Source: an optimization exercise on an open RTL-to-GDS flow (aim: small area and a short achievable clock period). Production flows keep margins and buffers that such runs may drop. The RTL was checked by simulation tests, not by an equivalence proof against the original design. Power figures rest on the tool's default switching activity, not on a simulated workload.

==> build 35: inputs <==
==> flow/design.v <==
`default_nettype none
package ndscore_pkg;
   localparam logic [5:0] OPC_ALU1 = 6'b100000;
   localparam logic [5:0] OPC_ADDI = 6'b101000;
   localparam logic [5:0] OPC_ORI  = 6'b101100;
   localparam logic [5:0] OPC_XORI = 6'b101011;
   localparam logic [5:0] OPC_MOVI = 6'b100010;
   localparam logic [4:0] SUB_ADD   = 5'b00000;
   localparam logic [4:0] SUB_SUB   = 5'b00001;
   localparam logic [4:0] SUB_AND   = 5'b00010;
   localparam logic [4:0] SUB_XOR   = 5'b00011;
   localparam logic [4:0] SUB_OR    = 5'b00100;
   localparam logic [4:0] SUB_SLLI  = 5'b01000;
   localparam logic [4:0] SUB_SRLI  = 5'b01001;
   localparam logic [4:0] SUB_ROTRI = 5'b01011;
endpackage
`default_nettype wire
`timescale 1ns/1ps
`default_nettype none
module ndscore_decoder (
   input  wire                        clk,
   input  wire                        rst_n_i,
   input  wire                        inst_valid_i,
   input  wire  [32-1:0]     inst_i,
   output logic [5-1:0]     rs1_addr_o,
   output logic                       rs1_en_o,
   output logic [5-1:0]     rs2_addr_o,
   output logic                       rs2_en_o,
   input  wire  [32-1:0]     rs1_data_i,
   input  wire  [32-1:0]     rs2_data_i,
   output logic                       wr_en_q,
   output logic [5-1:0]     dest_q,
   output logic [32-1:0]     op_a_q,
   output logic [32-1:0]     op_b_q,      
   output logic                       fwd_a_q,
   output logic                       fwd_b_q,
   output logic                       add_q,       
   output logic                       sub_q,
   output logic                       and_q,
   output logic                       or_q,        
   output logic                       xor_q,
   output logic                       shift_q,
   output logic                       srl_q,
   output logic                       sll_q,
   output logic [5-1:0]    shamt_q,
   output logic [5-1:0]    rot_q        
);
   logic [5:0]               opcode;
   logic [4:0]               sub_op;
   logic [5-1:0]  shamt;
   logic                     alu1;
   logic                     is_add, is_sub, is_and, is_or, is_xor;
   logic                     is_sll, is_srl, is_rotr;
   logic                     is_addi, is_ori, is_xori, is_movi;
   logic                     rr;         
   logic                     shift;
   logic                     writes;
   logic                     fwd_a, fwd_b;
   logic [32-1:0]   imm;
   logic [32-1:0]   b_val;
   assign opcode = inst_i[30:25];
   assign sub_op = inst_i[4:0];
   assign shamt  = inst_i[14:10];
   assign alu1    = (opcode == ndscore_pkg::OPC_ALU1);
   assign is_add  = alu1 && (sub_op == ndscore_pkg::SUB_ADD);
   assign is_sub  = alu1 && (sub_op == ndscore_pkg::SUB_SUB);
   assign is_and  = alu1 && (sub_op == ndscore_pkg::SUB_AND);
   assign is_or   = alu1 && (sub_op == ndscore_pkg::SUB_OR);
   assign is_xor  = alu1 && (sub_op == ndscore_pkg::SUB_XOR);
   assign is_sll  = alu1 && (sub_op == ndscore_pkg::SUB_SLLI);
   assign is_srl  = alu1 && (sub_op == ndscore_pkg::SUB_SRLI);
   assign is_rotr = alu1 && (sub_op == ndscore_pkg::SUB_ROTRI);
   assign is_addi = (opcode == ndscore_pkg::OPC_ADDI);
   assign is_ori  = (opcode == ndscore_pkg::OPC_ORI);
   assign is_xori = (opcode == ndscore_pkg::OPC_XORI);
   assign is_movi = (opcode == ndscore_pkg::OPC_MOVI);
   assign rr     = is_add | is_sub | is_and | is_or | is_xor;
   assign shift  = is_sll | is_srl | is_rotr;
   assign writes = rr | is_sll | is_rotr | (is_srl && (shamt != '0)) |
                   is_addi | is_ori | is_xori | is_movi;
   assign rs1_addr_o = inst_i[19:15];
   assign rs2_addr_o = inst_i[14:10];
   assign fwd_a = wr_en_q && (dest_q == rs1_addr_o) && !is_movi;
   assign fwd_b = wr_en_q && (dest_q == rs2_addr_o) && rr;
   assign rs1_en_o = !is_movi && !fwd_a;
   assign rs2_en_o = rr && !fwd_b;
   always_comb begin
      imm = '0;
      if (is_addi) begin
         imm = {{(32-14-1){inst_i[14]}},
                inst_i[14:0]};
      end else if (is_ori || is_xori) begin
         imm = {{(32-14-1){1'b0}}, inst_i[14:0]};
      end else if (is_movi) begin
         imm = {{(32-19-1){inst_i[19]}},
                inst_i[19:0]};
      end
   end
   assign b_val = (rs2_data_i | imm) ^ {32{is_sub}};
   always_ff @(posedge clk or negedge rst_n_i) begin
      if (!rst_n_i) begin
         wr_en_q <= 1'b0;
      end else begin
         wr_en_q <= inst_valid_i && writes;
      end
   end
   always_ff @(posedge clk) begin
      dest_q  <= inst_i[24:20];
      op_a_q  <= rs1_data_i;
      op_b_q  <= b_val;
      fwd_a_q <= fwd_a;
      fwd_b_q <= fwd_b;
      add_q   <= is_add | is_sub | is_addi;
      sub_q   <= is_sub;
      and_q   <= is_and;
      or_q    <= is_or | is_ori | is_movi;
      xor_q   <= is_xor | is_xori;
      shift_q <= shift;
      srl_q   <= is_srl;
      sll_q   <= is_sll;
      shamt_q <= shamt;
      rot_q   <= is_sll ? (~shamt + 1'b1) : shamt;
   end
endmodule
`default_nettype wire
`timescale 1ns/1ps
`default_nettype none
module ndscore_alu (
   input  wire  [32-1:0]     op_a_i,
   input  wire  [32-1:0]     op_b_i,      
   input  wire                        fwd_a_i,
   input  wire                        fwd_b_i,
   input  wire  [32-1:0]     last_i,      
   input  wire                        add_i,
   input  wire                        sub_i,
   input  wire                        and_i,
   input  wire                        or_i,
   input  wire                        xor_i,
   input  wire                        shift_i,
   input  wire                        srl_i,
   input  wire                        sll_i,
   input  wire  [5-1:0]    shamt_i,
   input  wire  [5-1:0]    rot_i,
   output logic [32-1:0]     result_o
);
   logic [32-1:0] a, b;
   logic [32-1:0] sum;
   logic [32-1:0] logic_res;
   logic [32-1:0] rot;
   logic [32-1:0] mask;
   logic [32-1:0] rs [5+1];
   assign a = op_a_i | ({32{fwd_a_i}} & last_i);
   assign b = op_b_i ^ ({32{fwd_b_i}} & last_i);
   assign sum = a + b + {{(32-1){1'b0}}, sub_i};
   always_comb begin
      logic_res = '0;
      if (and_i) logic_res = logic_res | (a & b);
      if (or_i)  logic_res = logic_res | (a | b);
      if (xor_i) logic_res = logic_res | (a ^ b);
   end
   assign rs[0] = a;
   for (genvar k = 0; k < 5; k++) begin : g_rot
      assign rs[k+1] = rot_i[k] ? {rs[k][(1<<k)-1:0], rs[k][32-1:(1<<k)]} : rs[k];
   end
   assign rot = rs[5];
   always_comb begin
      for (int i = 0; i < 32; i++) begin
         mask[i] = shift_i && !(srl_i && (i > 32 - 1 - shamt_i))
                           && !(sll_i && (i < shamt_i));
      end
   end
   assign result_o = ({32{add_i}} & sum) | logic_res | (rot & mask);
endmodule
`default_nettype wire
`timescale 1ns/1ps
`default_nettype none
module ndscore_regfile (
   input  wire                        clk,
   input  wire                        rst_n_i,
   input  wire  [5-1:0]     rs1_addr_i,
   input  wire                        rs1_en_i,
   input  wire  [5-1:0]     rs2_addr_i,
   input  wire                        rs2_en_i,
   output logic [32-1:0]     rs1_data_o,    
   output logic [32-1:0]     rs2_data_o,    
   input  wire                        wr_en_i,
   input  wire  [5-1:0]     wr_dest_i,
   input  wire  [32-1:0]     wr_data_i
);
   logic [32-1:0] valid_q;
   logic [32-1:0] we;
   logic [32-1:0] sel1;
   logic [32-1:0] sel2;
   logic [32-1:0]   regs [32];
   for (genvar r = 0; r < 32; r++) begin : g_reg
      assign we[r]   = wr_en_i && (wr_dest_i == r);
      assign sel1[r] = rs1_en_i && valid_q[r] && (rs1_addr_i == r);
      assign sel2[r] = rs2_en_i && valid_q[r] && (rs2_addr_i == r);
      always_ff @(posedge clk) begin
         if (we[r]) begin
            regs[r] <= wr_data_i;
         end
      end
   end
   always_ff @(posedge clk or negedge rst_n_i) begin
      if (!rst_n_i) begin
         valid_q <= '0;
      end else begin
         valid_q <= valid_q | we;
      end
   end
   always_comb begin
      rs1_data_o = '0;
      rs2_data_o = '0;
      for (int r = 0; r < 32; r++) begin
         rs1_data_o = rs1_data_o | ({32{sel1[r]}} & regs[r]);
         rs2_data_o = rs2_data_o | ({32{sel2[r]}} & regs[r]);
      end
   end
endmodule
`default_nettype wire
`timescale 1ns/1ps
`default_nettype none
module ndscore_top (
   input  wire                        clk,
   input  wire                        rst_n_i,
   input  wire                        inst_valid_i,
   input  wire  [32-1:0]     inst_i,
   output logic                       result_valid_o,
   output logic [5-1:0]     result_dest_o,
   output logic [32-1:0]     result_data_o
);
   logic [5-1:0]  rs1_addr, rs2_addr;
   logic                    rs1_en, rs2_en;
   logic [32-1:0]  rs1_data, rs2_data;
   logic                    wr_en;
   logic [5-1:0]  dest;
   logic [32-1:0]  op_a, op_b;
   logic                    fwd_a, fwd_b;
   logic                    op_add, op_sub, op_and, op_or, op_xor;
   logic                    op_shift, op_srl, op_sll;
   logic [5-1:0] shamt, rot;
   logic [32-1:0]  result;
   ndscore_decoder i_decoder (
      .clk          (clk),
      .rst_n_i      (rst_n_i),
      .inst_valid_i (inst_valid_i),
      .inst_i       (inst_i),
      .rs1_addr_o   (rs1_addr),
      .rs1_en_o     (rs1_en),
      .rs2_addr_o   (rs2_addr),
      .rs2_en_o     (rs2_en),
      .rs1_data_i   (rs1_data),
      .rs2_data_i   (rs2_data),
      .wr_en_q      (wr_en),
      .dest_q       (dest),
      .op_a_q       (op_a),
      .op_b_q       (op_b),
      .fwd_a_q      (fwd_a),
      .fwd_b_q      (fwd_b),
      .add_q        (op_add),
      .sub_q        (op_sub),
      .and_q        (op_and),
      .or_q         (op_or),
      .xor_q        (op_xor),
      .shift_q      (op_shift),
      .srl_q        (op_srl),
      .sll_q        (op_sll),
      .shamt_q      (shamt),
      .rot_q        (rot)
   );
   ndscore_alu i_alu (
      .op_a_i   (op_a),
      .op_b_i   (op_b),
      .fwd_a_i  (fwd_a),
      .fwd_b_i  (fwd_b),
      .last_i   (result_data_o),
      .add_i    (op_add),
      .sub_i    (op_sub),
      .and_i    (op_and),
      .or_i     (op_or),
      .xor_i    (op_xor),
      .shift_i  (op_shift),
      .srl_i    (op_srl),
      .sll_i    (op_sll),
      .shamt_i  (shamt),
      .rot_i    (rot),
      .result_o (result)
   );
   ndscore_regfile i_regfile (
      .clk        (clk),
      .rst_n_i    (rst_n_i),
      .rs1_addr_i (rs1_addr),
      .rs1_en_i   (rs1_en),
      .rs2_addr_i (rs2_addr),
      .rs2_en_i   (rs2_en),
      .rs1_data_o (rs1_data),
      .rs2_data_o (rs2_data),
      .wr_en_i    (wr_en),
      .wr_dest_i  (dest),
      .wr_data_i  (result)
   );
   always_ff @(posedge clk or negedge rst_n_i) begin
      if (!rst_n_i) begin
         result_valid_o <= 1'b0;
      end else begin
         result_valid_o <= wr_en;
      end
   end
   always_ff @(posedge clk) begin
      result_dest_o <= dest;
      result_data_o <= result;
   end
endmodule
`default_nettype wire
==> flow/run.sh <==
#!/bin/bash
# synth_recipe.tcl (not shown) runs the flow's synth.tcl, then flattens the netlist and writes it again
# the make line also repeats each setting of config.mk as NAME=value (left out here)
make -C /OpenROAD-flow-scripts/flow DESIGN_CONFIG=/design/flow/config.mk WORK_HOME=/design/flow/orfs CLKGATE_MAP_FILE= SYNTH_SCRIPT=/design/flow/synth_recipe.tcl finish
==> flow/config.mk <==
export PLATFORM = sky130hd
export DESIGN_NAME = ndscore_top
export DESIGN_NICKNAME = ndscore_top
export VERILOG_FILES = /design/flow/design.v
export SDC_FILE = /design/flow/constraint.sdc
export NUM_CORES = 4
export LEC_CHECK = 0
export CAP_MARGIN = 20
export CORE_MARGIN = 2
export CORE_UTILIZATION = 30
export SLEW_MARGIN = 20
==> flow/constraint.sdc <==
create_clock -name core_clock -period 6.0 [get_ports {clk}]
set_input_delay 1.2000 -clock core_clock [delete_from_list [all_inputs] [get_ports {clk}]]
set_output_delay 1.2000 -clock core_clock [all_outputs]
set_load 0.01 [all_outputs]
==> build 63: changes against build 35 <==
--- a/flow/design.v
+++ b/flow/design.v
@@ -23,26 +23,24 @@
    input  wire                        inst_valid_i,
    input  wire  [32-1:0]     inst_i,
    output logic [5-1:0]     rs1_addr_o,
-   output logic                       rs1_en_o,
    output logic [5-1:0]     rs2_addr_o,
-   output logic                       rs2_en_o,
    input  wire  [32-1:0]     rs1_data_i,
    input  wire  [32-1:0]     rs2_data_i,
+   output logic                       id_wr_en_o,    
+   input  wire  [32-1:0]     ex_result_i,   
    output logic                       wr_en_q,
    output logic [5-1:0]     dest_q,
    output logic [32-1:0]     op_a_q,
    output logic [32-1:0]     op_b_q,      
-   output logic                       fwd_a_q,
-   output logic                       fwd_b_q,
    output logic                       add_q,       
    output logic                       sub_q,
    output logic                       and_q,
    output logic                       or_q,        
+   output logic                       pass_q,      
    output logic                       xor_q,
    output logic                       shift_q,
    output logic                       srl_q,
    output logic                       sll_q,
-   output logic [5-1:0]    shamt_q,
    output logic [5-1:0]    rot_q        
 );
    logic [5:0]               opcode;
@@ -57,6 +55,7 @@
    logic                     writes;
    logic                     fwd_a, fwd_b;
    logic [32-1:0]   imm;
+   logic [32-1:0]   a_val;
    logic [32-1:0]   b_val;
    assign opcode = inst_i[30:25];
    assign sub_op = inst_i[4:0];
@@ -80,10 +79,9 @@
                    is_addi | is_ori | is_xori | is_movi;
    assign rs1_addr_o = inst_i[19:15];
    assign rs2_addr_o = inst_i[14:10];
-   assign fwd_a = wr_en_q && (dest_q == rs1_addr_o) && !is_movi;
+   assign id_wr_en_o = inst_valid_i && writes;
+   assign fwd_a = wr_en_q && (dest_q == rs1_addr_o);
    assign fwd_b = wr_en_q && (dest_q == rs2_addr_o) && rr;
-   assign rs1_en_o = !is_movi && !fwd_a;
-   assign rs2_en_o = rr && !fwd_b;
    always_comb begin
       imm = '0;
       if (is_addi) begin
@@ -96,30 +94,30 @@
                 inst_i[19:0]};
       end
    end
-   assign b_val = (rs2_data_i | imm) ^ {32{is_sub}};
+   assign a_val = fwd_a ? ex_result_i : rs1_data_i;
+   assign b_val = (fwd_b ? ex_result_i : ((rs2_data_i & {32{rr}}) | imm))
+                  ^ {32{is_sub}};
    always_ff @(posedge clk or negedge rst_n_i) begin
       if (!rst_n_i) begin
          wr_en_q <= 1'b0;
       end else begin
-         wr_en_q <= inst_valid_i && writes;
+         wr_en_q <= id_wr_en_o;
       end
    end
    always_ff @(posedge clk) begin
       dest_q  <= inst_i[24:20];
-      op_a_q  <= rs1_data_i;
+      op_a_q  <= a_val;
       op_b_q  <= b_val;
-      fwd_a_q <= fwd_a;
-      fwd_b_q <= fwd_b;
       add_q   <= is_add | is_sub | is_addi;
       sub_q   <= is_sub;
       and_q   <= is_and;
-      or_q    <= is_or | is_ori | is_movi;
+      or_q    <= is_or | is_ori;
+      pass_q  <= is_movi;
       xor_q   <= is_xor | is_xori;
       shift_q <= shift;
       srl_q   <= is_srl;
       sll_q   <= is_sll;
-      shamt_q <= shamt;
-      rot_q   <= is_sll ? (~shamt + 1'b1) : shamt;
+      rot_q   <= shamt ^ {5{is_sll}};
    end
 endmodule
 `default_nettype wire
@@ -128,46 +126,67 @@
 module ndscore_alu (
    input  wire  [32-1:0]     op_a_i,
    input  wire  [32-1:0]     op_b_i,      
-   input  wire                        fwd_a_i,
-   input  wire                        fwd_b_i,
-   input  wire  [32-1:0]     last_i,      
    input  wire                        add_i,
    input  wire                        sub_i,
    input  wire                        and_i,
    input  wire                        or_i,
+   input  wire                        pass_i,
    input  wire                        xor_i,
    input  wire                        shift_i,
    input  wire                        srl_i,
    input  wire                        sll_i,
-   input  wire  [5-1:0]    shamt_i,
-   input  wire  [5-1:0]    rot_i,
+   input  wire  [5-1:0]    rot_i,       
    output logic [32-1:0]     result_o
 );
    logic [32-1:0] a, b;
    logic [32-1:0] sum;
    logic [32-1:0] logic_res;
    logic [32-1:0] rot;
+   logic [5-1:0] rot_amt;    
    logic [32-1:0] mask;
    logic [32-1:0] rs [5+1];
-   assign a = op_a_i | ({32{fwd_a_i}} & last_i);
-   assign b = op_b_i ^ ({32{fwd_b_i}} & last_i);
-   assign sum = a + b + {{(32-1){1'b0}}, sub_i};
+   assign a = op_a_i;
+   assign b = op_b_i;
+   localparam int LVL = 5;    
+   logic [32-1:0] g0, t0, p0;
+   logic [32-1:0] hl [LVL+1];
+   logic [32-1:0] tl [LVL+1];
+   logic [32-1:0] carry;    
+   assign g0 = a & b;
+   assign t0 = a | b;
+   assign p0 = a ^ b;
+   assign hl[0] = g0 | {{(32-1){1'b0}}, sub_i};
+   assign tl[0] = {t0[32-2:0], 1'b0};
+   for (genvar l = 0; l < LVL; l++) begin : g_lvl
+      for (genvar i = 0; i < 32; i++) begin : g_bit
+         if (i >= (1 << l)) begin : g_node
+            assign hl[l+1][i] = hl[l][i] | (tl[l][i] & hl[l][i-(1<<l)]);
+            assign tl[l+1][i] = tl[l][i] & tl[l][i-(1<<l)];
+         end else begin : g_pass
+            assign hl[l+1][i] = hl[l][i];
+            assign tl[l+1][i] = tl[l][i];
+         end
+      end
+   end
+   assign carry = t0 & hl[LVL];
+   assign sum   = p0 ^ {carry[32-2:0], sub_i};
    always_comb begin
       logic_res = '0;
       if (and_i) logic_res = logic_res | (a & b);
       if (or_i)  logic_res = logic_res | (a | b);
       if (xor_i) logic_res = logic_res | (a ^ b);
+      if (pass_i) logic_res = logic_res | b;
    end
-   assign rs[0] = a;
+   assign rot_amt = rot_i;
+   assign rs[0] = sll_i ? {a[0], a[32-1:1]} : a;
    for (genvar k = 0; k < 5; k++) begin : g_rot
-      assign rs[k+1] = rot_i[k] ? {rs[k][(1<<k)-1:0], rs[k][32-1:(1<<k)]} : rs[k];
+      assign rs[k+1] = rot_amt[k] ? {rs[k][(1<<k)-1:0], rs[k][32-1:(1<<k)]} : rs[k];
    end
    assign rot = rs[5];
-   always_comb begin
-      for (int i = 0; i < 32; i++) begin
-         mask[i] = shift_i && !(srl_i && (i > 32 - 1 - shamt_i))
-                           && !(sll_i && (i < shamt_i));
-      end
+   for (genvar i = 0; i < 32; i++) begin : g_mask
+      localparam logic [5-1:0] LIM = 32 - 1 - i;
+      assign mask[i] = shift_i && !(srl_i && (rot_amt > LIM))
+                               && !(sll_i && (rot_amt < LIM));
    end
    assign result_o = ({32{add_i}} & sum) | logic_res | (rot & mask);
 endmodule
@@ -178,40 +197,46 @@
    input  wire                        clk,
    input  wire                        rst_n_i,
    input  wire  [5-1:0]     rs1_addr_i,
-   input  wire                        rs1_en_i,
    input  wire  [5-1:0]     rs2_addr_i,
-   input  wire                        rs2_en_i,
-   output logic [32-1:0]     rs1_data_o,    
-   output logic [32-1:0]     rs2_data_o,    
+   output logic [32-1:0]     rs1_data_o,
+   output logic [32-1:0]     rs2_data_o,
+   input  wire                        id_wr_en_i,
+   input  wire  [5-1:0]     id_dest_i,
+   input  wire                        ex_wr_en_i,
+   input  wire  [5-1:0]     ex_dest_i,
    input  wire                        wr_en_i,
    input  wire  [5-1:0]     wr_dest_i,
    input  wire  [32-1:0]     wr_data_i
 );
-   logic [32-1:0] valid_q;
+   logic [32-1:0] rd_ok_q;
    logic [32-1:0] we;
    logic [32-1:0] sel1;
    logic [32-1:0] sel2;
    logic [32-1:0]   regs [32];
+   logic                     byp1, byp2;
+   assign byp1 = wr_en_i && (wr_dest_i == rs1_addr_i);
+   assign byp2 = wr_en_i && (wr_dest_i == rs2_addr_i);
    for (genvar r = 0; r < 32; r++) begin : g_reg
-      assign we[r]   = wr_en_i && (wr_dest_i == r);
-      assign sel1[r] = rs1_en_i && valid_q[r] && (rs1_addr_i == r);
-      assign sel2[r] = rs2_en_i && valid_q[r] && (rs2_addr_i == r);
+      assign we[r]      = wr_en_i && (wr_dest_i == r);
+      assign sel1[r]    = rd_ok_q[r] && (rs1_addr_i == r);
+      assign sel2[r]    = rd_ok_q[r] && (rs2_addr_i == r);
+      always_ff @(posedge clk or negedge rst_n_i) begin
+         if (!rst_n_i) begin
+            rd_ok_q[r] <= 1'b0;
+         end else begin
+            rd_ok_q[r] <= (rd_ok_q[r] || we[r]) && !(ex_wr_en_i && (ex_dest_i == r))
+                                     && !(id_wr_en_i && (id_dest_i == r));
+         end
+      end
       always_ff @(posedge clk) begin
          if (we[r]) begin
             regs[r] <= wr_data_i;
          end
       end
    end
-   always_ff @(posedge clk or negedge rst_n_i) begin
-      if (!rst_n_i) begin
-         valid_q <= '0;
-      end else begin
-         valid_q <= valid_q | we;
-      end
-   end
    always_comb begin
-      rs1_data_o = '0;
-      rs2_data_o = '0;
+      rs1_data_o = {32{byp1}} & wr_data_i;
+      rs2_data_o = {32{byp2}} & wr_data_i;
       for (int r = 0; r < 32; r++) begin
          rs1_data_o = rs1_data_o | ({32{sel1[r]}} & regs[r]);
          rs2_data_o = rs2_data_o | ({32{sel2[r]}} & regs[r]);
@@ -231,15 +256,14 @@
    output logic [32-1:0]     result_data_o
 );
    logic [5-1:0]  rs1_addr, rs2_addr;
-   logic                    rs1_en, rs2_en;
    logic [32-1:0]  rs1_data, rs2_data;
+   logic                    id_wr_en;
    logic                    wr_en;
    logic [5-1:0]  dest;
    logic [32-1:0]  op_a, op_b;
-   logic                    fwd_a, fwd_b;
-   logic                    op_add, op_sub, op_and, op_or, op_xor;
+   logic                    op_add, op_sub, op_and, op_or, op_pass, op_xor;
    logic                    op_shift, op_srl, op_sll;
-   logic [5-1:0] shamt, rot;
+   logic [5-1:0] rot;
    logic [32-1:0]  result;
    ndscore_decoder i_decoder (
       .clk          (clk),
@@ -247,43 +271,38 @@
       .inst_valid_i (inst_valid_i),
       .inst_i       (inst_i),
       .rs1_addr_o   (rs1_addr),
-      .rs1_en_o     (rs1_en),
       .rs2_addr_o   (rs2_addr),
-      .rs2_en_o     (rs2_en),
       .rs1_data_i   (rs1_data),
       .rs2_data_i   (rs2_data),
+      .id_wr_en_o   (id_wr_en),
+      .ex_result_i  (result),
       .wr_en_q      (wr_en),
       .dest_q       (dest),
       .op_a_q       (op_a),
       .op_b_q       (op_b),
-      .fwd_a_q      (fwd_a),
-      .fwd_b_q      (fwd_b),
       .add_q        (op_add),
       .sub_q        (op_sub),
       .and_q        (op_and),
       .or_q         (op_or),
+      .pass_q       (op_pass),
       .xor_q        (op_xor),
       .shift_q      (op_shift),
       .srl_q        (op_srl),
       .sll_q        (op_sll),
-      .shamt_q      (shamt),
       .rot_q        (rot)
    );
    ndscore_alu i_alu (
       .op_a_i   (op_a),
       .op_b_i   (op_b),
-      .fwd_a_i  (fwd_a),
-      .fwd_b_i  (fwd_b),
-      .last_i   (result_data_o),
       .add_i    (op_add),
       .sub_i    (op_sub),
       .and_i    (op_and),
       .or_i     (op_or),
+      .pass_i   (op_pass),
       .xor_i    (op_xor),
       .shift_i  (op_shift),
       .srl_i    (op_srl),
       .sll_i    (op_sll),
-      .shamt_i  (shamt),
       .rot_i    (rot),
       .result_o (result)
    );
@@ -291,15 +310,19 @@
       .clk        (clk),
       .rst_n_i    (rst_n_i),
       .rs1_addr_i (rs1_addr),
-      .rs1_en_i   (rs1_en),
       .rs2_addr_i (rs2_addr),
-      .rs2_en_i   (rs2_en),
       .rs1_data_o (rs1_data),
       .rs2_data_o (rs2_data),
-      .wr_en_i    (wr_en),
-      .wr_dest_i  (dest),
-      .wr_data_i  (result)
+      .id_wr_en_i (id_wr_en),
+      .id_dest_i  (inst_i[24:20]),
+      .ex_wr_en_i (wr_en),
+      .ex_dest_i  (dest),
+      .wr_en_i    (result_valid_o),
+      .wr_dest_i  (wb_dest_q),
+      .wr_data_i  (wb_data_q)
    );
+   logic [5-1:0]  wb_dest_q;
+   logic [32-1:0]  wb_data_q;
    always_ff @(posedge clk or negedge rst_n_i) begin
       if (!rst_n_i) begin
          result_valid_o <= 1'b0;
@@ -311,5 +334,11 @@
       result_dest_o <= dest;
       result_data_o <= result;
    end
+   always_ff @(posedge clk) begin
+      if (wr_en) begin
+         wb_dest_q <= dest;
+         wb_data_q <= result;
+      end
+   end
 endmodule
 `default_nettype wire
- PLACE_DENSITY: default -> 0.5
- SETUP_SLACK_MARGIN: default -> 3.0
==> comparison table <==
Status: build 35 no timing/DRC/antenna violations; build 63 no timing/DRC/antenna violations
Pin slew with the least headroom to its limit: build 35 1.436 ns; build 63 1.264 ns
Via count of the first global-routing pass: build 35 44372; build 63 47584
Detailed placement HPWL: build 35 179200 um; build 63 193700 um
Routed metal-1 wirelength: build 35 94440 um; build 63 110700 um
Leakage power: build 35 0.02354 uW; build 63 0.02473 uW
Capture endpoint of the worst hold path: build 35 i_regfile.valid_q[5]; build 63 result_dest_o[2]
Synthesized instance count: build 35 4194; build 63 4318
Fin nets: build 35 4445; build 63 4947
Wire length of the first global-routing pass: build 35 388000 um; build 63 422000 um
Power per cell area: build 35 274.3 mW/mm2; build 63 269.3 mW/mm2
IR Drop Worst-Case VDD: build 35 0.0002813 V; build 63 0.0003218 V
Clock-pin slew of the registers on the worst-case setup and hold paths: build 35 0.07 ns; build 63 0.06 ns
Area growth, synth to finish: build 35 18.61%; build 63 30.69%
Number of buffer and inverter stages on the critical path: build 35 3; build 63 4
Share of power burned in the clock network: build 35 46.1%; build 63 42.6%
Highest cell delay on the worst timing path: build 35 1.05 ns; build 63 0.44 ns
Synthesis-stage register bit count: build 35 1183; build 63 1215
Cell Area, Synth: build 35 0.05423 mm2; build 63 0.05682 mm2
Combinational power: build 35 540 uW; build 63 2090 uW

port drivers added, routing unchanged:
The results above use ideal ports. As a check the final layouts listed here were re-extracted and re-timed, cells and wires unchanged.
Step 1, drivers: a clkbuf_16 drives clk and a buf_2 each remaining input, both assumed.
Step 2 times the ports against the registers' clock, not the clock port: input delays grow and output delays shrink by t, the midpoint of the rising clock arrivals with the driver on.
Slacks: ideal / step 1 / step 2; pairs: ideal / step 1.
run | t, ns | setup WS [ns] | worst setup path at the end | worst register clock-pin slew, ns | worst data-port slew with drivers (ns)
build 35 | 0.853 | 0.857 / 0.906 / 0.053 | input to register | 0.07 / 0.07 | 0.10
build 63 | 0.894 | 2.765 / 2.703 / 1.809 | input to register | 0.08 / 0.08 | 0.19
After both steps every run listed still meets setup and hold. The setup slack of build 63, which loses most, moves by -0.062 ns with the drivers and by -0.956 ns with both steps.
